Source: an optimization exercise on an open RTL-to-GDS flow (aim: small area, a short achievable clock period and few clock cycles per item). Production flows keep margins and buffers that such runs may drop.
Only simulation tests tie the RTL to the original design; equivalence was not proved.
Power and IR drop assume default switching activity.

==> design/flow/design.v <==
package noise_data_pkg;
	localparam int sample_w    = 8;   
	localparam int sum_w       = 14;  
	localparam int sq_sum_w    = 22;  
	localparam int var_w       = 16;  
	localparam int noise_sum_w = 20;  
	typedef struct packed {
		logic [sample_w-1:0] mean;
		logic [var_w-1:0]    variance;
		logic [3:0]          block_index;  
	} block_stat_t;
	typedef struct packed {
		logic [var_w-1:0] noise_level;
		logic [4:0]       block_count;  
	} noise_result_t;
endpackage
package noise_ctrl_pkg;
	localparam int block_samples   = 64;
	localparam int block_log2      = 6;
	localparam int addr_w          = 6;  
	localparam int max_blocks_log2 = 4;  
	typedef enum logic [1:0] {
		idle          = 2'd0,
		read_block    = 2'd1,  
		wait_for_mean = 2'd2,  
		drain         = 2'd3   
	} ctrl_state_t;
	typedef struct packed {
		logic                                bank;
		logic [7:0]                          mean;
		logic [max_blocks_log2-1:0]          block_index;
		logic                                last;  
	} variance_job_t;
endpackage
module noise_estimation_top (
	input  logic        clk,
	input  logic        rst_n,
	input  logic        start_of_frame,
	input  logic [2:0]  blocks_log2,
	input  logic        sample_valid,
	input  logic [7:0]  sample_data,
	output logic        sample_ready,
	output logic        block_stat_valid,
	output logic [27:0] block_stat,    
	output logic        noise_valid,
	output logic [20:0] noise_result   
);
	assign sample_ready = 1'b1;
	logic       v0;       
	logic [7:0] x0;       
	always_ff @(posedge clk or negedge rst_n) begin
		if (!rst_n) v0 <= 1'b0;
		else        v0 <= sample_valid;
	end
	always_ff @(posedge clk)
		x0 <= sample_valid ? sample_data : 8'd0;
	logic [5:0]  cnt;       
	logic        sof_q;     
	logic        blk_last;  
	logic        clr;
	logic [13:0] s_acc;     
	logic [13:0] s_next;
	logic [19:0] qs, qc;    
	logic [19:0] qs_g, qc_g;
	logic [19:0] qs_n, qc_n;
	assign blk_last = v0 && (&cnt);
	assign clr      = blk_last || sof_q;
	always_ff @(posedge clk or negedge rst_n) begin
		if (!rst_n) begin
			cnt   <= '0;
			sof_q <= 1'b0;
		end else begin
			sof_q <= start_of_frame;
			if (v0) cnt <= cnt + 1'b1;
		end
	end
	assign qs_g   = qs;
	assign qc_g   = qc;
	assign s_next = s_acc + {6'd0, x0};
	logic cs0;
	logic cs1;
	logic cs2;
	logic cs3;
	logic cs4;
	logic cs5;
	logic cs6;
	logic cs7;
	logic cs8;
	logic cs9;
	logic cs10;
	logic cs11;
	logic cs12;
	logic cs13;
	logic cs14;
	logic cs15;
	logic cs16;
	logic cs17;
	logic cs18;
	logic cs19;
	logic cs20;
	logic cs21;
	logic cs22;
	logic cs23;
	logic cs24;
	logic cs25;
	logic cs26;
	logic cs27;
	logic cs28;
	logic cs29;
	logic cs30;
	logic cs31;
	logic cs32;
	logic cs33;
	logic cs34;
	logic cs35;
	logic cs36;
	logic cs37;
	logic cs38;
	logic cs39;
	logic cs40;
	logic cs41;
	logic cs42;
	logic cs43;
	logic cs44;
	logic cs45;
	logic cs46;
	logic cs47;
	logic cs48;
	logic cs49;
	logic cs50;
	logic cs51;
	logic cs52;
	logic cs53;
	logic cs54;
	logic cs55;
	logic cs56;
	logic cs57;
	logic cs58;
	logic cs59;
	logic cs60;
	logic cs61;
	logic cs62;
	logic cs63;
	logic cs64;
	logic cs65;
	logic cs66;
	logic cs67;
	logic cs68;
	logic cs69;
	logic cs70;
	logic cs71;
	logic cs72;
	logic cs73;
	logic cs74;
	logic cs75;
	logic cs76;
	logic cs77;
	logic cs78;
	logic cs79;
	logic cs80;
	logic cs81;
	logic cs82;
	logic cs83;
	logic cs84;
	logic cs85;
	logic cs86;
	logic cs87;
	logic cs88;
	logic cs89;
	logic cs90;
	logic cs91;
	logic cs92;
	logic cs93;
	assign cs0 = qs_g[5] ^ qc_g[5];
	assign cs1 = qs_g[5] & qc_g[5];
	assign {cs3, cs2} = {1'b0, qs_g[6]} + {1'b0, qc_g[6]} + {1'b0, (x0[0] & x0[5])};
	assign {cs5, cs4} = {1'b0, qs_g[7]} + {1'b0, qc_g[7]} + {1'b0, (x0[0] & x0[6])};
	assign cs6 = (x0[1] & x0[5]) ^ (x0[2] & x0[4]);
	assign cs7 = (x0[1] & x0[5]) & (x0[2] & x0[4]);
	assign {cs9, cs8} = {1'b0, qs_g[8]} + {1'b0, qc_g[8]} + {1'b0, (x0[0] & x0[7])};
	assign {cs11, cs10} = {1'b0, (x0[1] & x0[6])} + {1'b0, (x0[2] & x0[5])} + {1'b0, (x0[4] & ~x0[3])};
	assign {cs13, cs12} = {1'b0, qs_g[9]} + {1'b0, qc_g[9]} + {1'b0, (x0[1] & x0[7])};
	assign {cs15, cs14} = {1'b0, (x0[2] & x0[6])} + {1'b0, (x0[3] & x0[5])} + {1'b0, (x0[4] & x0[3])};
	assign {cs17, cs16} = {1'b0, qs_g[10]} + {1'b0, qc_g[10]} + {1'b0, (x0[2] & x0[7])};
	assign cs18 = (x0[3] & x0[6]) ^ (x0[5] & ~x0[4]);
	assign cs19 = (x0[3] & x0[6]) & (x0[5] & ~x0[4]);
	assign {cs21, cs20} = {1'b0, qs_g[11]} + {1'b0, qc_g[11]} + {1'b0, (x0[3] & x0[7])};
	assign cs22 = (x0[4] & x0[6]) ^ (x0[5] & x0[4]);
	assign cs23 = (x0[4] & x0[6]) & (x0[5] & x0[4]);
	assign {cs25, cs24} = {1'b0, qs_g[12]} + {1'b0, qc_g[12]} + {1'b0, (x0[4] & x0[7])};
	assign cs26 = qs_g[13] ^ qc_g[13];
	assign cs27 = qs_g[13] & qc_g[13];
	assign cs28 = qs_g[3] ^ qc_g[3];
	assign cs29 = qs_g[3] & qc_g[3];
	assign {cs31, cs30} = {1'b0, qs_g[4]} + {1'b0, qc_g[4]} + {1'b0, (x0[0] & x0[3])};
	assign {cs33, cs32} = {1'b0, cs0} + {1'b0, (x0[0] & x0[4])} + {1'b0, (x0[1] & x0[3])};
	assign {cs35, cs34} = {1'b0, cs1} + {1'b0, cs2} + {1'b0, (x0[1] & x0[4])};
	assign {cs37, cs36} = {1'b0, cs3} + {1'b0, cs4} + {1'b0, cs6};
	assign {cs39, cs38} = {1'b0, cs5} + {1'b0, cs7} + {1'b0, cs8};
	assign {cs41, cs40} = {1'b0, cs9} + {1'b0, cs11} + {1'b0, cs12};
	assign {cs43, cs42} = {1'b0, cs13} + {1'b0, cs15} + {1'b0, cs16};
	assign {cs45, cs44} = {1'b0, cs17} + {1'b0, cs19} + {1'b0, cs20};
	assign {cs47, cs46} = {1'b0, cs21} + {1'b0, cs23} + {1'b0, cs24};
	assign {cs49, cs48} = {1'b0, cs25} + {1'b0, cs26} + {1'b0, (x0[5] & x0[7])};
	assign {cs51, cs50} = {1'b0, cs27} + {1'b0, qs_g[14]} + {1'b0, qc_g[14]};
	assign cs52 = qs_g[15] ^ qc_g[15];
	assign cs53 = qs_g[15] & qc_g[15];
	assign cs54 = qs_g[0] ^ qc_g[0];
	assign cs55 = qs_g[0] & qc_g[0];
	assign cs56 = qs_g[1] ^ qc_g[1];
	assign cs57 = qs_g[1] & qc_g[1];
	assign {cs59, cs58} = {1'b0, qs_g[2]} + {1'b0, qc_g[2]} + {1'b0, (x0[1] & ~x0[0])};
	assign {cs61, cs60} = {1'b0, cs28} + {1'b0, (x0[0] & x0[2])} + {1'b0, (x0[1] & x0[0])};
	assign {cs63, cs62} = {1'b0, cs29} + {1'b0, cs30} + {1'b0, (x0[2] & ~x0[1])};
	assign {cs65, cs64} = {1'b0, cs31} + {1'b0, cs32} + {1'b0, (x0[2] & x0[1])};
	assign {cs67, cs66} = {1'b0, cs33} + {1'b0, cs34} + {1'b0, (x0[3] & ~x0[2])};
	assign {cs69, cs68} = {1'b0, cs35} + {1'b0, cs36} + {1'b0, (x0[3] & x0[2])};
	assign {cs71, cs70} = {1'b0, cs37} + {1'b0, cs38} + {1'b0, cs10};
	assign {cs73, cs72} = {1'b0, cs39} + {1'b0, cs40} + {1'b0, cs14};
	assign {cs75, cs74} = {1'b0, cs41} + {1'b0, cs42} + {1'b0, cs18};
	assign {cs77, cs76} = {1'b0, cs43} + {1'b0, cs44} + {1'b0, cs22};
	assign {cs79, cs78} = {1'b0, cs45} + {1'b0, cs46} + {1'b0, (x0[6] & ~x0[5])};
	assign {cs81, cs80} = {1'b0, cs47} + {1'b0, cs48} + {1'b0, (x0[6] & x0[5])};
	assign {cs83, cs82} = {1'b0, cs49} + {1'b0, cs50} + {1'b0, (x0[7] & ~x0[6])};
	assign {cs85, cs84} = {1'b0, cs51} + {1'b0, cs52} + {1'b0, (x0[7] & x0[6])};
	assign {cs87, cs86} = {1'b0, cs53} + {1'b0, qs_g[16]} + {1'b0, qc_g[16]};
	assign cs88 = qs_g[17] ^ qc_g[17];
	assign cs89 = qs_g[17] & qc_g[17];
	assign cs90 = qs_g[18] ^ qc_g[18];
	assign cs91 = qs_g[18] & qc_g[18];
	assign cs92 = qs_g[19] ^ qc_g[19];
	assign cs93 = qs_g[19] & qc_g[19];
	assign qs_n = {cs91, cs89, cs87, cs85, cs83, cs81, cs79, cs77, cs75, cs73, cs71, cs69, cs67, cs65, cs63, cs61, cs59, cs57, cs55, cs54};
	assign qc_n = {cs92, cs90, cs88, cs86, cs84, cs82, cs80, cs78, cs76, cs74, cs72, cs70, cs68, cs66, cs64, cs62, cs60, cs58, cs56, x0[0]};
	always_ff @(posedge clk) begin
		s_acc <= clr ? 14'd0 : s_next;
		qs    <= clr ? 20'd0 : qs_n;
		qc    <= clr ? 20'd0 : qc_n;
	end
	logic [7:0]  mean_q;
	logic [5:0]  rem_q;     
	logic [4:0]  ph;
	logic        ic;        
	logic        pin;       
	logic        cin;
	logic        rbits, mbits;
	logic [6:0]  ms;        
	logic [7:0]  mc;        
	logic [7:0]  mpp, mu, mw;
	logic        prod;      
	logic        c1, c2;    
	logic        t1, d;     
	logic        dfill;
	logic [19:0] dq;        
	logic [19:0] cq;        
	logic        bv;        
	logic [2:0]  mi;
	logic        prod_q;
	logic        pin_q;
	assign rbits = (ph >= 5'd2) && (ph <= 5'd5);
	assign mbits = (ph >= 5'd6) && (ph <= 5'd13);
	assign mi    = ph[2:0] + 3'd2;
	assign cin   = (ph == 5'd6) ? rem_q[1] : ic;
	assign pin   = blk_last ? s_next[0] : ((rbits & rem_q[1]) | (mbits & (mean_q[mi] ^ cin)));
	assign mpp = pin_q ? mean_q : 8'd0;
	always_comb begin
		for (int i = 0; i < 8; i++)
			{mw[i], mu[i]} = {1'b0, (i < 7) ? ms[i] : 1'b0} + {1'b0, mc[i]} + {1'b0, mpp[i]};
	end
	assign prod = mu[0];
	logic        c1n, c2n;
	assign {c1n, t1} = {1'b0, dq[0]} + {1'b0, cq[0]} + {1'b0, c1};
	assign {c2n, d}  = {1'b0, t1} + {1'b0, ~prod_q} + {1'b0, c2};
	assign dfill = d & (ph >= 5'd2) & (ph <= 5'd21);  
	always_ff @(posedge clk or negedge rst_n) begin
		if (!rst_n) begin
			ph <= 5'd31;
			bv <= 1'b0;
		end else begin
			bv <= (ph == 5'd21);
			if (blk_last)          ph <= 5'd2;
			else if (ph != 5'd31)  ph <= ph + 1'b1;
		end
	end
	always_ff @(posedge clk) begin
		if (blk_last)
			mean_q <= s_next[13:6];
		rem_q <= ({6{blk_last}} & s_next[5:0]) | {1'b0, rem_q[5:1]};
		ic <= mbits & mean_q[mi] & cin;
		pin_q <= pin;
		prod_q <= prod;
		ms <= mu[7:1];
		mc <= mw;
		dq <= ({20{blk_last}} & qs_n) | {dfill, dq[19:1]};
		cq <= ({20{blk_last}} & qc_n) | {1'b0, cq[19:1]};
		if (blk_last) begin
			c1 <= 1'b0;
			c2 <= 1'b1;
		end else begin
			c1 <= c1n;
			c2 <= c2n;
		end
	end
	logic [3:0]  idx;
	logic [4:0]  bc;        
	logic        last;
	logic        lastq;     
	logic        firstq;    
	logic        nv;
	logic [17:0] nsum;
	logic        nact;
	logic        nstart, nend;
	logic        ncy;
	logic        abit, nbit;
	logic [1:0]  nadd;
	assign last = bc[0] | (bc[1] & idx[0]) | (bc[2] & (&idx[1:0]))
	            | (bc[3] & (&idx[2:0])) | (bc[4] & (&idx));
	assign nstart = |(bc & {ph == 5'd8,  ph == 5'd7,  ph == 5'd6,  ph == 5'd5,  ph == 5'd4});
	assign nend   = |(bc & {ph == 5'd25, ph == 5'd24, ph == 5'd23, ph == 5'd22, ph == 5'd21});
	assign abit   = d & (ph >= 5'd8) & (ph <= 5'd21);
	assign nbit   = nsum[0] & !firstq;
	assign nadd   = {1'b0, abit} + {1'b0, nbit} + {1'b0, ncy};
	always_ff @(posedge clk or negedge rst_n) begin
		if (!rst_n) begin
			idx  <= '0;
			nv   <= 1'b0;
			nact <= 1'b0;
		end else begin
			nv <= nact && nend && lastq;
			if (nstart)            nact <= 1'b1;
			else if (nend)         nact <= 1'b0;
			if (start_of_frame)    idx  <= '0;
			else if (bv)           idx  <= idx + 1'b1;
		end
	end
	always_ff @(posedge clk) begin
		if (start_of_frame)
			bc <= 5'd1 << blocks_log2;
		if (blk_last) begin
			lastq  <= last;
			firstq <= (idx == 4'd0);
		end
		if (blk_last)
			ncy <= 1'b0;
		else if (nstart || nact) begin
			ncy  <= nadd[1];
			nsum <= {nadd[0], nsum[17:1]};
		end
	end
	assign block_stat_valid = bv;
	assign block_stat       = {mean_q, 2'b00, dq[19:6], idx};
	assign noise_valid      = nv;
	assign noise_result     = {2'b00, nsum[17:4], bc};
endmodule
==> design/flow/flow/run.sh <==
#!/bin/bash
# The standard layout (standard.sh: the ORFS flow and synthesis, unchanged) with three
# settings the flow's own config cannot express:
#  - ports buffered with a plain buffer instead of the slow delay cell buffer_ports picks;
#  - clock tree built without dummy loads, from a strong root buffer;
set -euo pipefail
export BUFFER_PORTS_ARGS="-buffer_cell sky130_fd_sc_hd__buf_1"
export CTS_ARGS="-sink_clustering_enable -repair_clock_nets -dont_use_dummy_load -root_buf sky130_fd_sc_hd__clkbuf_16 -buf_list {sky130_fd_sc_hd__clkbuf_8}"
export SETUP_SLACK_MARGIN=5.3
bash standard.sh > standard.log 2>&1
==> design/flow/standard.sh <==
#!/bin/bash
# synth_recipe.tcl (not shown) runs the flow's synth.tcl, then flattens the netlist and writes it again
# the make line also repeats each setting of config.mk as NAME=value (left out here)
make -C /OpenROAD-flow-scripts/flow DESIGN_CONFIG=/design/flow/config.mk WORK_HOME=/design/flow/orfs CLKGATE_MAP_FILE= SYNTH_SCRIPT=/design/flow/synth_recipe.tcl "${@:-finish}"
==> design/flow/config.mk <==
export PLATFORM = sky130hd
export DESIGN_NAME = noise_estimation_top
export DESIGN_NICKNAME = noise_estimation_top
export VERILOG_FILES = /design/flow/design.v
export SDC_FILE = /design/flow/constraint.sdc
export NUM_CORES = 4
export LEC_CHECK = 0
export CAP_MARGIN = 20
export CORE_MARGIN = 2
export CORE_UTILIZATION = 75
export CTS_BUF_LIST = sky130_fd_sc_hd__clkbuf_4 sky130_fd_sc_hd__clkbuf_8
export PLACE_DENSITY = 0.75
export SLEW_MARGIN = 20
==> design/flow/constraint.sdc <==
create_clock -name core_clock -period 8.0 [get_ports {clk}]
set_input_delay 1.6000 -clock core_clock [delete_from_list [all_inputs] [get_ports {clk}]]
set_output_delay 1.6000 -clock core_clock [all_outputs]
set_load 0.01 [all_outputs]
==> results of run 1 <==
## metrics by stage
step / utilization (%) / cells / power, mW / area (um2) / hold slack [ns]
floorplan: - / 660 / 1.758 / 7825 / 0.3819
global placement: 77.28 / 807 / 1.810 / 7906 / 0.3890
detailed placement: 77.28 / 807 / 1.842 / 7906 / 0.3933
CTS: 79.72 / 824 / 2.307 / 8157 / 0.4125
global route: 79.85 / 825 / 2.429 / 8169 / 0.4250
finish: 79.85 / 825 / 2.285 / 8169 / 0.4076
## power breakdown
group          switching, mW  internal (mW)
logic                  0.300          0.240
registers              0.134           1.15
clock network          0.260          0.201
## logic make-up (layout without fill, tap and decap cells)
family                     count (synthesis)  in the layout  share of synthesized area (%)
AOI/OAI and AO/OA                         82             82                          7.430
xor gates and xnor gates                  21             21                          2.354
adders and majority gates                 79             79                          17.07
buffers and inverters                    100            128                          6.565
DFF                                      181            181                          51.96
muxes                                     17             17                          2.658
other                                      2              5                        0.09611
and+or+nand+nor                          175            176                          11.87
## how the worst max path moves through the flow
stage          slack [ns]  startpoint  cells past startpoint               end
2_1_floorplan        5.68       x0[0]                      7             cq[6]
3_3_place_gp         5.26      cnt[0]                      8         s_acc[12]
3_5_place_dp         5.08      cnt[0]                      8          s_acc[9]
4_1_cts              5.33      cnt[0]                      8          s_acc[9]
5_1_grt              5.35          bv                      1  block_stat_valid
6_report             5.39          bv                      1  block_stat_valid
## what timing repair did
item,in CTS,in global routing
gates cloned,0,1
pin swaps,0,1
resized for setup,1,4
setup endpoints to repair,25,45
## placed cells by master (no fill, tap or decap), types with 3 or more instances in the layout
cell type  Yosys  final
dfrtp_1       15     15
o21bai_1      25     25
nor3b_1        5      5
o211ai_1       3      3
dfstp_2        5      5
nor2b_1        7      7
nand2_1       27     27
edfxtp_1      33     33
xor2_1         6      6
nor3_1         5      5
nand3_1        3      3
buf_1          0     60
fa_1          46     46
mux2i_1       13     13
a31oi_1        3      3
conb_1         2      5
xnor2_1       15     15
dfxtp_1      128    127
nor2_1        47     47
or3_1          7      7
and3_1         3      3
and2_1        53     52
nand4_1        3      3
ha_1          33     33
inv_1         47     47
a21oi_1        9      9
clkbuf_8       0     16
nand2b_1       7      7
o21ai_0        7      7
o21a_1         3      3
a21o_1        20     20
## flip-flops by register name, summed over array words and instances, names as in the netlist, 14 cells and up
name / count
dq: 20
qs: 20
nsum: 18
cq: 20
qc: 20
s_acc: 14
## routing by layer
| layer | wire [um] | part of all wire [%] |
|---|---|---|
| met2 | 6572 | 49 |
| met5 | 0 | 0 |
| met1 | 5751 | 43 |
| met3 | 653 | 4.9 |
| met4 | 375 | 2.8 |
## cell type report
class	count	area [um2]	share of cell area, %
multi-input combinational	380	3264	39.96
clock buffer	17	245.2	3.002
tap	136	170.2	2.083
timing repair buffer	63	245.2	3.002
sequential	181	4061	49.72
inverter	48	182.7	2.236
==> results.ini, run 1 <==
[logic_synthesis]
yosys_warnings = 1
avgSynthCellArea_um2 = 11.89
synth_edf_count = 33
yosysTopAreaCellShare_pct = 32.79
ys_async_sr_fraction_pct = 11.05
ys_ff_latch = 181
yosys-top-cells-count = dfxtp_1, and2_1, inv_1, nor2_1, fa_1
ys_types = 53
synth_top_area_cell = dfxtp_1
yosysMostFrequentCell = dfxtp_1
synth_area_um2 = 7814
synthCells = 657
synth_area_leaders = dfxtp_1, edfxtp_1, fa_1
synthFlopType = dfxtp_1
ys_seq_area_share_pct = 51.96

[setup_path]
ff2ff_path_depth = 6
r2r_end = cq[7]
critical_path_class = reg -> out
cpMaxStageDelayCell = dfrtp_1
r2r_start = x0[6]
crit_chain = buf_1
cp-start-kind = flop
cp_top_family = flip-flops
cp_max_fo = 5
cpPeakStageDelay_ns = 0.47
critical_path_arrival_ns = 1.01
regToRegSetupSlack_ns = 5.52
crit_path_end_kind = output pin
cp_data_required_time_ns = 6.40
path_buf_inv = 1

[floorplanning]
dieArea_um2 = 11250
die_width_um = 106.1
rows = 37
fp.dieH_um = 106.1
initial_core_util_pct = 76.37
core-area_um2 = 10230
ios = 67

[grt]
track_usage_pct = 26.30
grt-ovfl-total = 0
grt_pass1_vias = 4784
use_met2_pct = 43.18
antenna_found_initial = 0
met1_usage_pct = 33.21
grt_busiest_layer = met2
grtUsageMet3_pct = 6.744
grt_max_degree = 42
grt_pass1_wl_um = 22520

[cts]
cts_tree = yes
cts.clk_slew.worst_paths_ns = 0.07
postCtsHoldBufs = 0
clock_sinks = 181
clock-root-buffer = clkbuf_16
clockBufferDepth = 2
postCtsSetupBuffers = 0
cts_buffers = 17
htreeDepth = 4
clkLatencyLatePin_ns = 0.38

[sta]
setup-violations-final = 0
rsz0062_at_grt = no
finalHoldViolCount = 0
finClkSkew_ns = 0.02619
fmax_mhz = 383.1
drv_slew = 0
timing.final.crit_share_pct = 32.63
fin_setup_tns_ns = 0
setup_ws_ns = 5.390
tightest_slew_ns = 0.5723
slew_headroom_pct = 61.85
finalCriticalPeriod_ns = 2.610

[place]
io_buffers = 61
place_congestion = 0.8285
hpwl_um = 9425
place_ws_ns = 5.082

[pwr]
power_density_nw_per_um2 = 279.7
irDropWorstVdd_mv = 0.1782
p_leak_nw = 3.436

[route]
drc = 0
firstDrtPassIters = 5
finalWirelength_um = 13350
ant_nets = 0
dr.first_iter.drc_count = 319
routedWlPerCell_um = 16.19
vias_per_cell = 5.582
dr_total_vias = 4605

[worst_hold_path]
hp-start = rem_q[3]
worstHoldPathCells = 1
hold_path_class = reg -> reg
whs_endpoint = rem_q[2]

[cells_and_area]
antennaDiodeCount = 0
syn_to_final_growth_pct = 4.548
fillers = 643
layout-drive-gt1-share_pct = 4.935
num-nets-final = 785

[run]
max-cap-violations = 0

[status]
outcome = timing/DRC/antenna clean

Testbench counts, summed over its fixed seeds: cycles 38,461, samples 36,864.
==> run 2, diff against run 1 <==
--- a/design/flow/config.mk
+++ b/design/flow/config.mk
@@ -7,7 +7,7 @@
 export LEC_CHECK = 0
 export CAP_MARGIN = 20
 export CORE_MARGIN = 2
-export CORE_UTILIZATION = 75
+export CORE_UTILIZATION = 60
 export CTS_BUF_LIST = sky130_fd_sc_hd__clkbuf_4 sky130_fd_sc_hd__clkbuf_8
-export PLACE_DENSITY = 0.75
+export GPL_TIMING_DRIVEN = 0
 export SLEW_MARGIN = 20
==> run 2 against run 1 <==
  * Still clean on timing, DRC and antenna
  * Non-clock buffer count rose by 50
  * Synthesized cell count did not move
  * Largest cell class unchanged
  * Fmax fell by 0.35%
  * Die area rose by 24%
  * Final area rose by 4.3%
  * Global-route usage fell by 4.8 points
  * Utilization fell by 13 points
  * Cell count rose by 10%
  * Synthesized area did not move
  * Combinational power rose by 24%
==> results.ini, run 2 <==
[cells_and_area]
num-nets-final = 834  ; +6.2%
fin_cells = 910  ; +10%
post-route-cell-area_um2 = 8521  ; +4.3%
ff_latch_area_um2 = 4060  ; about the same
multi_input_area_um2 = 3253  ; -0.34%
final_cell_mix = dfxtp_1, buf_1, and2_1, inv_1, nor2_1
antennaDiodeCount = 0  ; unchanged
finalCoreUtilization_pct = 67.25  ; -13 points
syn_to_final_growth_pct = 9.047
final_common_cell = dfxtp_1
layout-drive-gt1-share_pct = 9.756  ; +4.8 points
fillers = 1014  ; +58%

[sta]
setup_ws_ns = 5.380  ; -0.009280 ns
fmax_mhz = 381.7  ; -0.35%
timing.final.crit_share_pct = 32.75  ; +0.12 points
setup-violations-final = 0  ; unchanged
whs_ns = 0.3932  ; -0.01433 ns
fin_setup_tns_ns = 0  ; unchanged
finalCriticalPeriod_ns = 2.620  ; +0.009280 ns
drv_slew = 0  ; unchanged
rsz0062_at_grt = no
finalHoldViolCount = 0  ; unchanged
slew_headroom_pct = 53.12  ; -8.7 points
finClkSkew_ns = 0.02616  ; -0.00002450 ns
tightest_slew_ns = 0.7032  ; +0.1310 ns

[cts]
postCtsSetupBuffers = 0  ; unchanged
clockBufferDepth = 2  ; unchanged
cts_buffers = 17  ; unchanged
htreeDepth = 4  ; unchanged
cts_tree = yes
clock-root-buffer = clkbuf_16
cts.clk_slew.worst_paths_ns = 0.09  ; +0.02 ns
clock_sinks = 181  ; unchanged
clkLatencyLatePin_ns = 0.37  ; about the same

[logic_synthesis]
avgSynthCellArea_um2 = 11.89  ; unchanged
yosys_warnings = 1  ; unchanged
synth_area_um2 = 7814  ; unchanged
yosysMostFrequentCell = dfxtp_1
ys_async_sr_fraction_pct = 11.05  ; unchanged
ys_types = 53  ; unchanged
yosys-top-cells-count = dfxtp_1, and2_1, inv_1, nor2_1, fa_1
synth_edf_count = 33  ; unchanged
synth_top_area_cell = dfxtp_1
ys_seq_area_share_pct = 51.96  ; unchanged
synthCells = 657  ; unchanged
yosysTopAreaCellShare_pct = 32.79  ; unchanged
ys_ff_latch = 181  ; unchanged
synth_area_leaders = dfxtp_1, edfxtp_1, fa_1
synthFlopType = dfxtp_1

[place]
dp_cells = 893  ; +11%
place_congestion = 0.8439  ; +1.9%
place_ws_ns = 5.234  ; +0.1520 ns
hpwl_um = 10100  ; +7.2%
io_buffers = 61  ; unchanged
placed_cell_area_um2 = 8269  ; +4.6%

[route]
finalWirelength_um = 13700  ; +2.6%
vias_per_cell = 5.115  ; -8.4%
ant_nets = 0  ; unchanged
routedWlPerCell_um = 15.05  ; -7.0%
firstDrtPassIters = 4  ; -1
drc = 0  ; unchanged
dr.first_iter.drc_count = 201  ; -37%
dr_total_vias = 4655  ; +1.1%

[grt]
met1_usage_pct = 26.23  ; -7.0 points
antenna_found_initial = 0  ; unchanged
grt-ovfl-total = 0  ; unchanged
grt_busiest_layer = met2
use_met2_pct = 38.04  ; -5.1 points
track_usage_pct = 21.50  ; -4.8 points
grt_pass1_wl_um = 23660  ; +5.1%
grt_pass1_vias = 5012  ; +4.8%
grt_max_degree = 21  ; -50%
grtUsageMet3_pct = 4.990  ; -1.8 points

[setup_path]
crit_path_end_kind = output pin
cp_max_fo = 2  ; -3
critical_path_class = reg -> out
cp_data_required_time_ns = 6.40  ; about the same
critical_path_arrival_ns = 1.02  ; about the same
cp-start-kind = flop

[floorplanning]
dieArea_um2 = 13950  ; +24%
fp.dieH_um = 118.1  ; +11%
ios = 67  ; unchanged
die_width_um = 118.1  ; +11%
core-area_um2 = 12670  ; +24%
rows = 41  ; +11%
initial_core_util_pct = 61.67  ; -15 points

[worst_hold_path]
hold_path_class = reg -> reg

[run]
max-cap-violations = 0  ; unchanged

[pwr]
power_density_nw_per_um2 = 280.6  ; +0.31%
irDropWorstVdd_mv = 0.1695  ; -4.9%
p_leak_nw = 3.642  ; +6.0%
finalPower_mw = 2.391  ; +4.6%

[status]
outcome = timing/DRC/antenna clean

run 2: area by class of cell:
class	instances	share of cell area (%)
plain buffers	52	3.950
clock buffers	17	2.878
inverters	48	2.115
multi-input cells	379	38.18
flip-flops and latches	181	47.65
well taps	172	2.526
repair buffers	61	2.702
run 2: cell families after synthesis:
| family | after synthesis | share of synthesized area, % |
|---|---|---|
| compound gates | 82 | 7.430 |
| xor+xnor | 21 | 2.354 |
| fa+ha+maj | 79 | 17.07 |
| buf+inv | 100 | 6.565 |
| flops | 181 | 51.96 |
| mux | 17 | 2.658 |
| other cells | 2 | 0.09611 |
| simple gates | 175 | 11.87 |
run 2: final timing paths:
check                         start                to  slack, ns  depth (start not counted)
min reg2reg                   dq[4]             dq[3]       0.39                          1
max reg2reg                   x0[3]            cq[11]       5.53                          6
max                        nsum[10]  noise_result[11]       5.38                          2
max in group asynchronous     rst_n             ph[4]       6.43                          1
min in group asynchronous     rst_n            idx[3]       1.20                          1
min                           dq[4]             dq[3]       0.39                          1
run 2: what timing repair did:
action	in CTS	in global routing
setup endpoints to repair	18	11
resized for setup	1	6
hold buffers	0	0
run 2: where the power goes:
group	total (mW)	switching, mW	internal [mW]
sequential	1.26	0.111	1.15
clock	0.460	0.259	0.201
combinational	0.669	0.340	0.329
run 2: per-layer routing:
metal / part of all wire [%] / wire (um) / vias to the layer above
li1: - / - / 2269
met1: 43 / 5900 / 2286
met2: 52 / 7164 / 88
met3: 3.5 / 481 / 12
met4: 1.1 / 153 / 0
met5: 0 / 0 / -
run 2: worst max-delay path, cell delays in order (launching register included):
cell,delay [ns]
edfxtp_1,0.40
buf_4,0.15
buf_1,0.11
==> run 3, diff against run 2 <==
--- a/design/flow/config.mk
+++ b/design/flow/config.mk
@@ -9,5 +9,4 @@
 export CORE_MARGIN = 2
 export CORE_UTILIZATION = 60
 export CTS_BUF_LIST = sky130_fd_sc_hd__clkbuf_4 sky130_fd_sc_hd__clkbuf_8
-export GPL_TIMING_DRIVEN = 0
 export SLEW_MARGIN = 20
==> run 3 against run 2 <==
  * Largest cell class unchanged
  * Fmax is 0.61% higher
  * Still clean on timing, DRC and antenna
  * Critical endpoint is now block_stat_valid
  * Combinational power is about 20% lower
  * Clock-buffer cell count stayed put
  * Die area stayed put
  * First-iteration DRC count is 17% lower
  * Synthesized area stayed put
  * Setup slack better by 0.016 ns
==> results.ini, run 3 <==
[logic_synthesis]
synth_edf_count = 33  ; unchanged
synth_fa_ha_area_share_pct = 17.07  ; unchanged
synthSimpleGateAreaFrac_pct = 11.87  ; unchanged
synth_area_um2 = 7814  ; unchanged
yosysMostFrequentCell = dfxtp_1
avgSynthCellArea_um2 = 11.89  ; unchanged
synthFlopType = dfxtp_1
ys_async_sr_fraction_pct = 11.05  ; unchanged
ys_seq_area_share_pct = 51.96  ; unchanged
synth_top_area_cell = dfxtp_1
synth_compound_area_share_pct = 7.430  ; unchanged
yosysTopAreaCellShare_pct = 32.79  ; unchanged
synthCells = 657  ; unchanged
yosys_warnings = 1  ; unchanged
ys_ff_latch = 181  ; unchanged
synth_area_leaders = dfxtp_1, edfxtp_1, fa_1
synth.area.mux_share_pct = 2.658  ; unchanged
yosys-top-cells-count = dfxtp_1, and2_1, inv_1, nor2_1, fa_1
synth_top_family_by_area = adder cells
ys_types = 53  ; unchanged
synth_xor_area_share_pct = 2.354  ; unchanged

[floorplanning]
dieArea_um2 = 13950  ; unchanged
rows = 41  ; unchanged
ios = 67  ; unchanged
die_width_um = 118.1  ; unchanged
fp.dieH_um = 118.1  ; unchanged
initial_core_util_pct = 61.67  ; unchanged
core-area_um2 = 12670  ; unchanged

[setup_path]
critical_path_arrival_ns = 1.00  ; -0.02 ns
r2r_end = s_acc[3]
cp_data_required_time_ns = 6.40  ; about the same
path_buf_inv = 1  ; -1
cp_top_family = flip-flops
r2r_start = cnt[0]
crit_path_end_kind = output pin
cpMaxStageDelayCell = dfrtp_1
cpPeakStageDelay_ns = 0.47  ; +0.07 ns
cp_max_fo = 5  ; +3
cp-start-kind = flop
regToRegSetupSlack_ns = 5.53  ; about the same
critical_path_class = reg -> out
ff2ff_path_depth = 7  ; +1
crit_chain = buf_1

[grt]
grt-ovfl-total = 0  ; unchanged
grt_pass1_vias = 4674  ; -6.7%
antenna_found_initial = 0  ; unchanged
track_usage_pct = 20.66  ; -0.84 points
grt_pass1_wl_um = 22610  ; -4.4%
grt_max_degree = 42  ; +100%

[place]
hpwl_um = 9377  ; -7.2%
io_buffers = 61  ; unchanged
place_congestion = 0.8121  ; -3.8%

[route]
vias_per_cell = 5.210  ; +1.9%
ant_nets = 0  ; unchanged
drc = 0  ; unchanged
dr.first_iter.drc_count = 167  ; -17%
dr_total_vias = 4486  ; -3.6%
routedWlPerCell_um = 15.21  ; +1.0%
finalWirelength_um = 13100  ; -4.4%
firstDrtPassIters = 4  ; unchanged

[pwr]
power_density_nw_per_um2 = 277.9  ; -0.95%
irDropWorstVdd_mv = 0.1562  ; -7.8%
p_leak_nw = 3.436  ; -5.6%

[sta]
finalCriticalPeriod_ns = 2.604  ; -0.01577 ns
timing.final.crit_share_pct = 32.55  ; -0.20 points
drv_slew = 0  ; unchanged
fmax_mhz = 384.0  ; +0.61%
whs_ns = 0.4044  ; +0.01119 ns
slew_headroom_pct = 46.97  ; -6.1 points
finClkSkew_ns = 0.02895  ; +0.002787 ns
setup-violations-final = 0  ; unchanged
tightest_slew_ns = 0.7943  ; +0.09103 ns
rsz0062_at_grt = yes
finalHoldViolCount = 0  ; unchanged
fin_setup_tns_ns = 0  ; unchanged

[cts]
clockBufferDepth = 2  ; unchanged
clock-root-buffer = clkbuf_16
postCtsHoldBufs = 0  ; unchanged
cts_tree = yes
postCtsSetupBuffers = 0  ; unchanged
clkLatencyLatePin_ns = 0.37  ; about the same
htreeDepth = 4  ; unchanged
cts.clk_slew.worst_paths_ns = 0.07  ; -0.02 ns
clock_sinks = 181  ; unchanged
cts_buffers = 17  ; unchanged

[cells_and_area]
num-nets-final = 785  ; -5.9%
finalCoreUtilization_pct = 64.81  ; -2.4 points
layout-drive-gt1-share_pct = 4.935  ; -4.8 points
syn_to_final_growth_pct = 5.092
final_common_cell = dfxtp_1
antennaDiodeCount = 0  ; unchanged
final_cell_mix = dfxtp_1, buf_1, and2_1, inv_1, nor2_1
fillers = 1018  ; +0.39%

[run]
max-cap-violations = 0  ; unchanged

[status]
outcome = timing/DRC/antenna clean

[worst_hold_path]
hp-start = rem_q[5]
whs_endpoint = rem_q[4]
hold_path_class = reg -> reg
worstHoldPathCells = 1  ; unchanged

## run 3: cell types whose count changed in the layout (fill, tap and decap cells not counted)
cell / delta
clkbuf_1: -10
dfxtp_2: +1
buf_6: -1
dfxtp_1: -1
nor2_4: +1
clkbuf_2: -3
buf_4: -31
buf_2: -5
## run 3: report_power, final
part | switching, mW | total, mW | leakage [nW] | internal (mW)
Clock | 0.258 | 0.459 | 0.127 | 0.201
Sequential | 0.134 | 1.29 | 1.61 | 1.15
Combinational | 0.298 | 0.538 | 1.70 | 0.240
Total | 0.690 | 2.28 | 3.44 | 1.59
## run 3: metrics by stage
step / worst slack [ns] / cells / power [mW] / instance area [um2]
floorplan: 5.675 / 660 / 1.758 / 7825
global placement: 5.214 / 843 / 1.824 / 7951
detailed placement: 5.130 / 843 / 1.850 / 7951
CTS: 5.368 / 860 / 2.315 / 8203
global route: 5.288 / 861 / 2.443 / 8212
finish: 5.396 / 861 / 2.282 / 8212
## run 3: metal layers
layer  GRT usage (%)  vias to the layer above  wire length (um)
met5               0                        -                 0
met4           7.229                        0               235
met3           5.136                       15               417
met2           36.31                       73              6662
met1           24.60                     2225              5783
li1                -                     2173                 -
## run 3: timing repair
item	4_1_cts	5_1_grt
setup endpoints to repair	36	22
cloned	0	1
pin swaps	0	1
resized for setup	2	1
## run 3: cells by family (layout without fill, tap and decap cells)
family | Yosys count | in the layout
xor+xnor | 21 | 21
buf+inv | 100 | 128
mux | 17 | 17
other cells | 2 | 5
simple gates | 175 | 176
flops | 181 | 181
compound gates | 82 | 82
fa+ha+maj | 79 | 79
## run 3: area by class of cell
type                            instances  area [um2]  area share, %
Sequential cell                       181        4061          49.46
Multi-Input combinational cell        380        3264          39.75
Tap cell                              172       215.2          2.621
Clock buffer                           17       245.2          2.986
Timing Repair Buffer                   63       245.2          2.986
Inverter                               48       180.2          2.194
## run 3: worst max path at each step
stage,slack (ns),depth (start not counted),endpoint,startpoint
final,5.40,1,block_stat_valid,bv
after detailed placement,5.13,8,s_acc[12],cnt[0]
after global placement,5.21,8,s_acc[7],cnt[0]
after CTS,5.37,1,block_stat_valid,bv
after floorplan,5.68,7,cq[6],x0[0]
after global routing,5.29,8,s_acc[7],cnt[0]
==> run 4, diff against run 3 <==
--- a/design/flow/design.v
+++ b/design/flow/design.v
@@ -274,9 +274,15 @@
 	assign dfill = d & (ph >= 5'd2) & (ph <= 5'd21);  
 	always_ff @(posedge clk or negedge rst_n) begin
 		if (!rst_n) begin
-			ph <= 5'd31;
-			bv <= 1'b0;
+			ph     <= 5'd31;
+			bv     <= 1'b0;
+			prod_q <= 1'b0;
+			ms     <= '0;
+			mc     <= '0;
 		end else begin
+			prod_q <= prod;
+			ms     <= mu[7:1];
+			mc     <= mw;
 			bv <= (ph == 5'd21);
 			if (blk_last)          ph <= 5'd2;
 			else if (ph != 5'd31)  ph <= ph + 1'b1;
@@ -288,9 +294,6 @@
 		rem_q <= ({6{blk_last}} & s_next[5:0]) | {1'b0, rem_q[5:1]};
 		ic <= mbits & mean_q[mi] & cin;
 		pin_q <= pin;
-		prod_q <= prod;
-		ms <= mu[7:1];
-		mc <= mw;
 		dq <= ({20{blk_last}} & qs_n) | {dfill, dq[19:1]};
 		cq <= ({20{blk_last}} & qc_n) | {1'b0, cq[19:1]};
 		if (blk_last) begin
==> run 4 against run 3 <==
  * Fmax decreased by 0.35%
  * Wire length increased by 1.2%
  * Critical path depth unchanged
  * Die area increased by 0.99%
  * Synthesized area increased by 1.0%
  * Highest routed layer unchanged
==> results.ini, run 4 <==
[logic_synthesis]
ys_types = 53  ; unchanged
synth_edf_count = 33  ; unchanged
yosysMostFrequentCell = dfxtp_1
ys_seq_area_share_pct = 52.45  ; +0.49 points
synthCells = 657  ; unchanged
synth_xor_area_share_pct = 2.330  ; -0.024 points
avgSynthCellArea_um2 = 12.01  ; +1.0%
synthSimpleGateAreaFrac_pct = 11.75  ; -0.12 points
synth.area.mux_share_pct = 2.631  ; -0.027 points
synthFlopType = dfxtp_1
synth_top_area_cell = dfxtp_1
yosys_warnings = 1  ; unchanged
yosysTopAreaCellShare_pct = 28.40  ; -4.4 points
synth_fa_ha_area_share_pct = 16.90  ; -0.17 points
synth_compound_area_share_pct = 7.355  ; -0.075 points
yosys-top-cells-count = dfxtp_1, and2_1, inv_1, nor2_1, fa_1
ys_ff_latch = 181  ; unchanged
synth_area_leaders = dfxtp_1, edfxtp_1, fa_1
synth_area_um2 = 7894  ; +1.0%
synth_top_family_by_area = adder cells
ys_async_sr_fraction_pct = 19.89  ; +8.8 points

[grt]
grt_max_degree = 42  ; unchanged
grt_pass1_vias = 4712  ; +0.81%
antenna_found_initial = 0  ; unchanged
grt-ovfl-total = 0  ; unchanged
grt_pass1_wl_um = 22710  ; +0.42%
track_usage_pct = 20.64  ; -0.021 points

[floorplanning]
ios = 67  ; unchanged
dieArea_um2 = 14090  ; +0.99%
initial_core_util_pct = 62.05  ; +0.38 points
rows = 41  ; unchanged
fp.dieH_um = 118.7  ; +0.50%
die_width_um = 118.7  ; +0.50%
core-area_um2 = 12720  ; +0.40%

[pwr]
power_density_nw_per_um2 = 275.2  ; -0.96%
p_clk_share_pct = 20.3  ; +0.2 points
swShare_pct = 30.28  ; +0.055 points
pwr-share-seq_pct = 56.2  ; about the same
irDropWorstVdd_mv = 0.1432  ; -8.3%
p_leak_nw = 3.521  ; +2.5%
net-switching-power_mw = 0.6912  ; +0.21%
combPwrFrac_pct = 23.5  ; about the same
p_int_mw = 1.592  ; about the same

[route]
firstDrtPassIters = 4  ; unchanged
vias_per_cell = 5.224  ; +0.27%
routedWlPerCell_um = 15.40  ; +1.2%
ant_nets = 0  ; unchanged
dr_total_vias = 4498  ; +0.27%
finalWirelength_um = 13260  ; +1.2%
dr.first_iter.drc_count = 211  ; +26%
drc = 0  ; unchanged

[cells_and_area]
syn_to_final_growth_pct = 5.072  ; about the same
fillers = 1045  ; +2.7%
final_common_cell = dfxtp_1
ff_latch_area_um2 = 4141  ; +2.0%
layout-drive-gt1-share_pct = 4.935  ; unchanged
multi_input_area_um2 = 3264  ; unchanged
antennaDiodeCount = 0  ; unchanged
fin_cells = 861  ; unchanged
num-nets-final = 785  ; unchanged
final_cell_mix = dfxtp_1, buf_1, and2_1, inv_1, nor2_1

[cts]
cts_buffers = 17  ; unchanged
clock_sinks = 181  ; unchanged
postCtsSetupBuffers = 0  ; unchanged
clockBufferDepth = 2  ; unchanged
cts_tree = yes
clkLatencyLatePin_ns = 0.38  ; about the same
htreeDepth = 4  ; unchanged
cts.clk_slew.worst_paths_ns = 0.08  ; about the same
clock-root-buffer = clkbuf_16

[sta]
whs_ns = 0.3931  ; -0.01137 ns
rsz0062_at_grt = no
finalHoldViolCount = 0  ; unchanged
fmax_mhz = 382.7  ; -0.35%
setup_ws_ns = 5.387  ; -0.009090 ns
slew_headroom_pct = 36.92  ; -10 points
finClkSkew_ns = 0.02330  ; -0.005651 ns
finalCriticalPeriod_ns = 2.613  ; +0.009090 ns
fin_setup_tns_ns = 0  ; unchanged
timing.final.crit_share_pct = 32.66  ; +0.11 points
tightest_slew_ns = 0.9462  ; +0.1519 ns
drv_slew = 0  ; unchanged
setup-violations-final = 0  ; unchanged

[setup_path]
cp_data_required_time_ns = 6.40  ; about the same
cpPeakStageDelay_ns = 0.46  ; about the same
cpMaxStageDelayCell = dfrtp_1
crit_chain = buf_1
cp-start-kind = flop
critical_path_arrival_ns = 1.01  ; about the same
critical_path_class = reg -> out
crit_path_end_kind = output pin
path_buf_inv = 1  ; unchanged
cp_max_fo = 5  ; unchanged
cp_top_family = flip-flops

[status]
outcome = timing/DRC/antenna clean

[place]
place_congestion = 0.7959  ; -2.0%
place_ws_ns = 5.061  ; -0.06940 ns
hpwl_um = 9263  ; -1.2%
dp_cells = 843  ; unchanged
io_buffers = 61  ; unchanged

[run]
max-cap-violations = 0  ; unchanged

[worst_hold_path]
hold_path_class = reg -> reg

## run 4: what timing repair did
| item | in CTS | in global routing |
|---|---|---|
| resized for setup | 1 | 4 |
| pin swaps | 0 | 1 |
| setup endpoints to repair | 25 | 44 |
| cloned | 0 | 1 |
| hold buffers | 0 | 0 |
## run 4: power by group through the flow
stage                     Combinational, mW  Sequential (mW)  Clock (mW)
after floorplan                       0.513             1.25           0
after global placement                0.525             1.30           0
after detailed placement              0.541             1.30           0
after CTS                             0.546             1.29       0.484
after global routing                  0.609             1.31       0.522
final                                 0.536             1.28       0.464
## run 4: metal layers
layer	routed length (um)	GRT usage [%]	up-vias
met5	0	0	-
met4	324	9.598	0
met3	510	5.068	25
met2	6526	33.76	96
met1	5897	25.84	2203
li1	-	-	2174
## run 4: area by class of cell
class	count	share of cell area [%]
repair buffers	63	2.957
flip-flops and latches	181	49.93
multi-input cells	380	39.36
well taps	172	2.595
inverters	48	2.202
clock buffers	17	2.957
## run 4: final timing paths
check                      startpoint                to  slack (ns)  cells past startpoint
max                                bv  block_stat_valid        5.39                      1
min                             dq[3]             dq[2]        0.39                      1
max reg2reg                     x0[3]            cq[11]        5.54                      6
min reg2reg                     dq[3]             dq[2]        0.39                      1
max in group asynchronous       rst_n                nv        6.04                      1
min in group asynchronous       rst_n             ms[3]        1.36                      1
## run 4: kinds of logic after synthesis
| family | Yosys count |
|---|---|
| buffers and inverters | 100 |
| adder cells (fa/ha/maj) | 79 |
| XOR/XNOR | 21 |
| flip-flops | 181 |
| multiplexers | 17 |
| other | 2 |
| AO/OA/AOI/OAI | 82 |
| AND/OR/NAND/NOR | 175 |
## run 4: through the flow
stage                     power [mW]  utilization [%]  cell area, um2
after floorplan                1.758                -            7905
after global placement         1.822            63.14            8033
after detailed placement       1.843            63.14            8033
after CTS                      2.318            65.11            8283
after global routing           2.440            65.19            8294
final                          2.283            65.19            8294
Testbench counts of run 4, summed over its fixed seeds: cycles 38,461, samples 36,864.
==> run 5, diff against run 4 <==
--- a/design/flow/flow/run.sh
+++ b/design/flow/flow/run.sh
@@ -6,5 +6,5 @@
 set -euo pipefail
 export BUFFER_PORTS_ARGS="-buffer_cell sky130_fd_sc_hd__buf_1"
 export CTS_ARGS="-sink_clustering_enable -repair_clock_nets -dont_use_dummy_load -root_buf sky130_fd_sc_hd__clkbuf_16 -buf_list {sky130_fd_sc_hd__clkbuf_8}"
-export SETUP_SLACK_MARGIN=5.3
+export SETUP_SLACK_MARGIN=5.45
 bash standard.sh > standard.log 2>&1
==> run 5 against run 4 <==
  * Sequential cell count did not move
  * Non-clock buffer count rose by 32
  * Sequential share of layout area fell by 1.5 points
  * Critical endpoint is now block_stat[20]
  * Largest power group unchanged
==> results.ini, run 5 <==
[cts]
cts_buffers = 17  ; unchanged
cts.clk_slew.worst_paths_ns = 0.08  ; about the same
htreeDepth = 4  ; unchanged
clockBufferDepth = 2  ; unchanged
clock_sinks = 181  ; unchanged
clock-root-buffer = clkbuf_16
clkLatencyLatePin_ns = 0.38  ; about the same
cts_tree = yes

[logic_synthesis]
ys_ff_latch = 181  ; unchanged
yosys-top-cells-count = dfxtp_1, and2_1, inv_1, nor2_1, fa_1
yosysMostFrequentCell = dfxtp_1
synth_top_area_cell = dfxtp_1
ys_types = 53  ; unchanged
synth_area_leaders = dfxtp_1, edfxtp_1, fa_1
yosysTopAreaCellShare_pct = 28.40  ; unchanged
ys_async_sr_fraction_pct = 19.89  ; unchanged
synth_edf_count = 33  ; unchanged
ys_seq_area_share_pct = 52.45  ; unchanged
synthFlopType = dfxtp_1
yosys_warnings = 1  ; unchanged
synth_area_um2 = 7894  ; unchanged
avgSynthCellArea_um2 = 12.01  ; unchanged
synthCells = 657  ; unchanged

[pwr]
net-switching-power_mw = 0.7035  ; +1.8%
finalPower_mw = 2.347  ; +2.8%
pwr-share-seq_pct = 54.5  ; -1.7 points
p_int_mw = 1.644  ; +3.3%
power_density_nw_per_um2 = 273.9  ; -0.47%
irDropWorstVdd_mv = 0.1434  ; +0.12%
combPwrFrac_pct = 25.7  ; +2.2 points
swShare_pct = 29.97  ; -0.31 points
p_leak_nw = 3.737  ; +6.1%
p_clk_share_pct = 19.8  ; -0.5 points

[cells_and_area]
antennaDiodeCount = 0  ; unchanged
finalCoreUtilization_pct = 67.36  ; +2.2 points
layout-drive-gt1-share_pct = 12.76  ; +7.8 points
fillers = 1015  ; -2.9%
fin_cells = 893  ; +3.7%
final_cell_mix = dfxtp_1, and2_1, inv_1, nor2_1, fa_1
num-nets-final = 817  ; +4.1%
syn_to_final_growth_pct = 8.559
multi_input_area_um2 = 3268  ; +0.11%
post-route-cell-area_um2 = 8569  ; +3.3%
final_common_cell = dfxtp_1
ff_latch_area_um2 = 4148  ; +0.15%

[place]
place_congestion = 0.7959  ; unchanged
dp_cells = 843  ; unchanged
hpwl_um = 9263  ; unchanged
placed_cell_area_um2 = 8033  ; unchanged
io_buffers = 61  ; unchanged
place_ws_ns = 5.061  ; unchanged

[route]
routedWlPerCell_um = 15.28  ; -0.79%
vias_per_cell = 5.180  ; -0.84%
dr.first_iter.drc_count = 173  ; -18%
finalWirelength_um = 13640  ; +2.9%
firstDrtPassIters = 4  ; unchanged
ant_nets = 0  ; unchanged
drc = 0  ; unchanged
dr_total_vias = 4626  ; +2.8%

[grt]
grt-ovfl-total = 0  ; unchanged
grt_pass1_wl_um = 23270  ; +2.5%
track_usage_pct = 21.15  ; +0.51 points
grt_max_degree = 43  ; +2.4%
antenna_found_initial = 0  ; unchanged
grt_pass1_vias = 4850  ; +2.9%

[setup_path]
crit_path_end_kind = output pin
cp_data_required_time_ns = 6.40  ; about the same
cp-start-kind = flop
cp_top_family = flip-flops
critical_path_class = reg -> out
critical_path_arrival_ns = 0.94  ; -0.07 ns
path_buf_inv = 1  ; unchanged
cpPeakStageDelay_ns = 0.42  ; -0.04 ns
cpMaxStageDelayCell = edfxtp_1
cp_max_fo = 2  ; -3
crit_chain = clkbuf_2

[sta]
slew_headroom_pct = 37.49  ; +0.57 points
rsz0062_at_grt = yes
fin_setup_tns_ns = 0  ; unchanged
drv_slew = 0  ; unchanged
fmax_mhz = 393.3  ; +2.8%
tightest_slew_ns = 0.9377  ; -0.008513 ns
whs_ns = 0.3931  ; -0.000005000 ns
setup_ws_ns = 5.457  ; +0.07047 ns
finalCriticalPeriod_ns = 2.543  ; -0.07047 ns
finalHoldViolCount = 0  ; unchanged
timing.final.crit_share_pct = 31.78  ; -0.88 points
setup-violations-final = 0  ; unchanged
finClkSkew_ns = 0.02109  ; -0.002210 ns

[floorplanning]
rows = 41  ; unchanged
ios = 67  ; unchanged
core-area_um2 = 12720  ; unchanged
dieArea_um2 = 14090  ; unchanged
die_width_um = 118.7  ; unchanged
initial_core_util_pct = 62.05  ; unchanged
fp.dieH_um = 118.7  ; unchanged

[status]
outcome = timing/DRC/antenna clean

[worst_hold_path]
hold_path_class = reg -> reg

[run]
max-cap-violations = 0  ; unchanged

==> run 5: cell counts after synthesis <==
No cell type changed its count.
==> run 5: timing repair <==
item                                    4_1_cts  5_1_grt
pin swaps                                     1        0
gates cloned                                  1        0
endpoints found under the setup margin       69       28
buffers inserted                             24        8
resized for setup                             6       24
hold buffers                                  0        0
==> run 5: layout make-up <==
cell class | count | area share, %
timing repair buffer | 95 | 5.957
inverter | 48 | 2.132
tap | 172 | 2.511
sequential | 181 | 48.40
clock buffer | 17 | 2.862
multi-input combinational | 380 | 38.14
==> run 5: path summary, 6_finish.rpt <==
| kind | from | endpoint | slack [ns] | depth (start not counted) |
|---|---|---|---|---|
| worst max-delay path | mean_q[0] | block_stat[20] | 5.46 | 1 |
| worst min-delay path | dq[3] | dq[2] | 0.39 | 1 |
| worst max register to register | x0[2] | cq[10] | 5.56 | 6 |
| worst min register to register | dq[3] | dq[2] | 0.39 | 1 |
| max in group asynchronous | rst_n | idx[0] | 6.00 | 1 |
| min in group asynchronous | rst_n | ms[3] | 1.35 | 1 |
==> run 5: layer usage <==
layer | global-route usage (%) | part of all wire (%)
met1 | 25.91 | 44
met2 | 35.60 | 50
met3 | 5.019 | 3.9
met4 | 9.375 | 2.3
met5 | 0 | 0
==> run 5: cells by family (layout without fill, tap and decap cells) <==
| family | count (synthesis) | in the layout | share of synthesized area [%] |
|---|---|---|---|
| mux | 17 | 17 | 2.631 |
| xor+xnor | 21 | 21 | 2.330 |
| fa+ha+maj | 79 | 79 | 16.90 |
| buf+inv | 100 | 160 | 6.499 |
| flops | 181 | 181 | 52.45 |
| simple gates | 175 | 176 | 11.75 |
| other cells | 2 | 5 | 0.09514 |
| compound gates | 82 | 82 | 7.354 |
==> run 5: power groups by stage <==
stage,logic [mW],registers [mW],clock network (mW)
2_1_floorplan,0.513,1.25,0
3_3_place_gp,0.525,1.30,0
3_5_place_dp,0.541,1.30,0
4_1_cts,0.585,1.28,0.484
5_1_grt,0.680,1.30,0.521
6_report,0.603,1.28,0.464
==> run 6, diff against run 5 <==
--- a/design/flow/design.v
+++ b/design/flow/design.v
@@ -307,8 +307,6 @@
 	logic [3:0]  idx;
 	logic [4:0]  bc;        
 	logic        last;
-	logic        lastq;     
-	logic        firstq;    
 	logic        nv;
 	logic [17:0] nsum;
 	logic        nact;
@@ -321,7 +319,7 @@
 	assign nstart = |(bc & {ph == 5'd8,  ph == 5'd7,  ph == 5'd6,  ph == 5'd5,  ph == 5'd4});
 	assign nend   = |(bc & {ph == 5'd25, ph == 5'd24, ph == 5'd23, ph == 5'd22, ph == 5'd21});
 	assign abit   = d & (ph >= 5'd8) & (ph <= 5'd21);
-	assign nbit   = nsum[0] & !firstq;
+	assign nbit   = nsum[0] & (idx != 4'd0);
 	assign nadd   = {1'b0, abit} + {1'b0, nbit} + {1'b0, ncy};
 	always_ff @(posedge clk or negedge rst_n) begin
 		if (!rst_n) begin
@@ -329,20 +327,17 @@
 			nv   <= 1'b0;
 			nact <= 1'b0;
 		end else begin
-			nv <= nact && nend && lastq;
+			nv <= nact && nend && last;
 			if (nstart)            nact <= 1'b1;
 			else if (nend)         nact <= 1'b0;
 			if (start_of_frame)    idx  <= '0;
-			else if (bv)           idx  <= idx + 1'b1;
+			else if (nact && nend && !last)
+			                       idx  <= idx + 1'b1;  
 		end
 	end
 	always_ff @(posedge clk) begin
 		if (start_of_frame)
 			bc <= 5'd1 << blocks_log2;
-		if (blk_last) begin
-			lastq  <= last;
-			firstq <= (idx == 4'd0);
-		end
 		if (blk_last)
 			ncy <= 1'b0;
 		else if (nstart || nact) begin
==> design/flow/flow/run.sh (replaced) <==
#!/bin/bash
# The standard layout (standard.sh: the ORFS flow and synthesis, unchanged) with three
# settings the flow's own config cannot express:
#  - ports buffered with a plain buffer instead of the slow delay cell buffer_ports picks;
#  - clock tree built without dummy loads, from a strong root buffer;
set -euo pipefail
export BUFFER_PORTS_ARGS="-buffer_cell sky130_fd_sc_hd__buf_2"
export CTS_ARGS="-sink_clustering_enable -repair_clock_nets -dont_use_dummy_load -root_buf sky130_fd_sc_hd__clkbuf_16 -buf_list {sky130_fd_sc_hd__clkbuf_8}"
export SETUP_SLACK_MARGIN=5.3
bash standard.sh > standard.log 2>&1
==> run 6 against run 5 <==
  * Non-clock buffer count shrank 31
  * Via count shrank 2.1%
  * Register-to-register slack lost 0.06 ns
  * Sequential power is essentially flat
  * Die area grew 0.17%
  * Final area shrank 2.3%
  * Clock-buffer cell count is the same
  * Power shrank 2.7%
  * Sequential cell count shrank 2
  * Global-route usage shrank 0.67 points
  * Cell count shrank 2.6%
  * Critical path type unchanged
  * Largest power group unchanged
  * Highest routed layer unchanged
==> results.ini, run 6 <==
[logic_synthesis]
ys_async_sr_fraction_pct = 20.11  ; +0.22 points
ys_ff_latch = 179  ; -1.1%
synthCells = 668  ; +1.7%
synth_top_area_cell = dfxtp_1
ys_seq_area_share_pct = 51.60  ; -0.85 points
avgSynthCellArea_um2 = 11.84  ; -1.5%
synth_area_leaders = dfxtp_1, edfxtp_1, fa_1
yosysMostFrequentCell = dfxtp_1
synthFlopType = dfxtp_1
yosysTopAreaCellShare_pct = 28.35  ; -0.049 points
yosys-top-cells-count = dfxtp_1, nor2_1, and2_1
yosys_warnings = 1  ; unchanged
synth_area_um2 = 7908  ; +0.17%
ys_types = 58  ; +9.4%
synth_edf_count = 31  ; -6.1%

[setup_path]
crit_path_end_kind = output pin
crit_chain = buf_2
cp-start-kind = flop
r2r_end = nsum[17]
critical_path_arrival_ns = 1.00  ; +0.06 ns
cpMaxStageDelayCell = edfxtp_1
cp_top_family = flip-flops
critical_path_class = reg -> out
cpPeakStageDelay_ns = 0.46  ; +0.04 ns
regToRegSetupSlack_ns = 5.50  ; -0.06 ns
r2r_start = c1
ff2ff_path_depth = 6  ; unchanged
path_buf_inv = 1  ; unchanged
cp_data_required_time_ns = 6.40  ; about the same
cp_max_fo = 4  ; +2

[floorplanning]
initial_core_util_pct = 62.16  ; +0.11 points
dieArea_um2 = 14110  ; +0.17%
die_width_um = 118.8  ; about the same
fp.dieH_um = 118.8  ; about the same
core-area_um2 = 12720  ; unchanged
ios = 67  ; unchanged
rows = 41  ; unchanged

[cells_and_area]
final_common_cell = dfxtp_1
layout-drive-gt1-share_pct = 14.61  ; +1.9 points
antennaDiodeCount = 0  ; unchanged
syn_to_final_growth_pct = 5.886
fin_cells = 870  ; -2.6%
fillers = 1027  ; +1.2%
final_cell_mix = dfxtp_1, buf_2, nor2_1, and2_1, inv_1
num-nets-final = 794  ; -2.8%

[route]
vias_per_cell = 5.203  ; +0.45%
finalWirelength_um = 13190  ; -3.3%
dr_total_vias = 4527  ; -2.1%
firstDrtPassIters = 4  ; unchanged
ant_nets = 0  ; unchanged
dr.first_iter.drc_count = 218  ; +26%
routedWlPerCell_um = 15.16  ; -0.79%
drc = 0  ; unchanged

[sta]
finClkSkew_ns = 0.02771  ; +0.006619 ns
timing.final.crit_share_pct = 32.53  ; +0.75 points
finalCriticalPeriod_ns = 2.602  ; +0.05962 ns
finalHoldViolCount = 0  ; unchanged
slew_headroom_pct = 43.21  ; +5.7 points
rsz0062_at_grt = no
fmax_mhz = 384.3  ; -2.3%
tightest_slew_ns = 0.8519  ; -0.08576 ns
setup-violations-final = 0  ; unchanged
drv_slew = 0  ; unchanged
fin_setup_tns_ns = 0  ; unchanged

[pwr]
power_density_nw_per_um2 = 272.7  ; -0.44%
p_leak_nw = 3.706  ; -0.83%
irDropWorstVdd_mv = 0.1626  ; +13%

[cts]
cts_tree = yes
cts.clk_slew.worst_paths_ns = 0.08  ; about the same
clkLatencyLatePin_ns = 0.38  ; about the same
cts_buffers = 17  ; unchanged
postCtsSetupBuffers = 0  ; -100%
clock_sinks = 179  ; -1.1%
clock-root-buffer = clkbuf_16
htreeDepth = 4  ; unchanged
clockBufferDepth = 2  ; unchanged

[grt]
grt-ovfl-total = 0  ; unchanged
grt_max_degree = 39  ; -9.3%
grt_busiest_layer = met2
grt_pass1_vias = 4758  ; -1.9%
use_met2_pct = 34.27  ; -1.3 points
track_usage_pct = 20.48  ; -0.67 points
met1_usage_pct = 26.19  ; +0.28 points
grt_pass1_wl_um = 22560  ; -3.0%
grtUsageMet3_pct = 5.405  ; +0.39 points
antenna_found_initial = 0  ; unchanged

[place]
place_congestion = 0.7740  ; -2.8%
io_buffers = 61  ; unchanged
hpwl_um = 9302  ; +0.42%
dp_cells = 853  ; +1.2%

[worst_hold_path]
whs_endpoint = cq[7]
hp-start = cq[8]
worstHoldPathCells = 1  ; unchanged
hold_path_class = reg -> reg

[status]
outcome = timing/DRC/antenna clean

[run]
max-cap-violations = 0  ; unchanged

==> run 6: cell count changes after synthesis, sizes merged, moves of 3 or more <==
cell    previous run  this run
nand3              3         6
nor2b              7         4
buf               39        43
mux2i             14        11
a21oi              9        12
and2              53        49
o21bai            25        28
nand2             27        33
nor2              48        52
==> run 6: routing by layer <==
layer | share of wire, % | wire, um | vias to the layer above
li1 | - | - | 2205
met1 | 45 | 5904 | 2225
met2 | 50 | 6639 | 88
met3 | 3.9 | 511 | 9
met4 | 0.98 | 129 | 0
met5 | 0 | 0 | -
==> run 6: cell families (layout without fill, tap and decap cells) <==
| group | count (synthesis) | count (layout) | synth area share, % |
|---|---|---|---|
| other | 2 | 5 | 0.09497 |
| XOR/XNOR | 19 | 19 | 2.104 |
| AND/OR/NAND/NOR | 185 | 185 | 12.33 |
| buffers and inverters | 103 | 130 | 6.646 |
| flip-flops | 179 | 179 | 51.60 |
| multiplexers | 14 | 14 | 2.263 |
| adder cells (fa/ha/maj) | 79 | 79 | 16.87 |
| AO/OA/AOI/OAI | 87 | 87 | 8.101 |
==> run 6: repair_timing <==
action,in CTS,in global routing
hold buffers,0,0
endpoints found under the setup margin,20,20
gates resized for setup,1,1
==> run 6: final cells by class <==
type                            count  area [um2]  area share (%)
Multi-Input combinational cell    389        3321           39.66
Clock buffer                       17       245.2           2.929
Inverter                           49       183.9           2.197
Tap cell                          172       215.2           2.570
Sequential cell                   179        4080           48.73
Timing Repair Buffer               64       327.8           3.915
==> run 6: per-stage QoR <==
step                cell area, um2  hold WS [ns]  total power [mW]  worst slack (ns)  util [%]
finish                        8373        0.3800             2.284             5.398     65.81
global route                  8373        0.3935             2.442             5.306     65.81
CTS                           8368        0.3840             2.317             5.324     65.77
detailed placement            8120        0.3899             1.850             5.094     63.83
global placement              8120        0.3861             1.830             5.168     63.83
floorplan                     7919        0.3819             1.745             5.524         -
==> run 6: worst max path at each step <==
stage,startpoint,endpoint,cells after the start
after floorplan,cnt[0],nsum[0],6
after global placement,cnt[0],s_acc[12],8
after detailed placement,cnt[0],s_acc[10],8
after CTS,cnt[0],s_acc[9],8
after global routing,x0[0],mean_q[4],8
final,bc[4],noise_result[4],1
==> run 6: power by group <==
| group | internal, mW | total (mW) | switching [mW] |
|---|---|---|---|
| Sequential | 1.13 | 1.26 | 0.129 |
| Clock | 0.201 | 0.459 | 0.258 |
| Combinational | 0.264 | 0.563 | 0.299 |
| Total | 1.60 | 2.28 | 0.686 |
Testbench counts of run 6, summed over its fixed seeds: cycles 38,461, samples 36,864.

[separate check: timing with driven ports]
How much do the figures lean on ideal ports? The routed layouts below were timed once more, with nothing changed but the port constraints. Step 1, drivers: a clkbuf_16 drives clk and a buf_2 each remaining input, both assumed. Step 2 times the ports against the registers' clock, not the clock port: input delays grow and output delays shrink by t, the midpoint of the rising clock arrivals with the driver on. Slacks: ideal ports / drivers / drivers and shift; pairs: ideal ports / drivers.
run	t (ns)	setup slack, ns	latest minus earliest clock arrival (ns)	cell pins on the clock port's net
run 1	0.409	5.390 / 5.349 / 5.516	0.028 / 0.028	1
run 2	0.400	5.380 / 5.338 / 5.526	0.026 / 0.026	1
run 3	0.404	5.396 / 5.352 / 5.526	0.030 / 0.030	1
run 4	0.407	5.387 / 5.345 / 5.539	0.027 / 0.027	1
run 5	0.407	5.457 / 5.415 / 5.561	0.025 / 0.026	1
run 6	0.405	5.398 / 5.356 / 5.500	0.028 / 0.027	1
After both steps setup and hold are still met in every run listed.
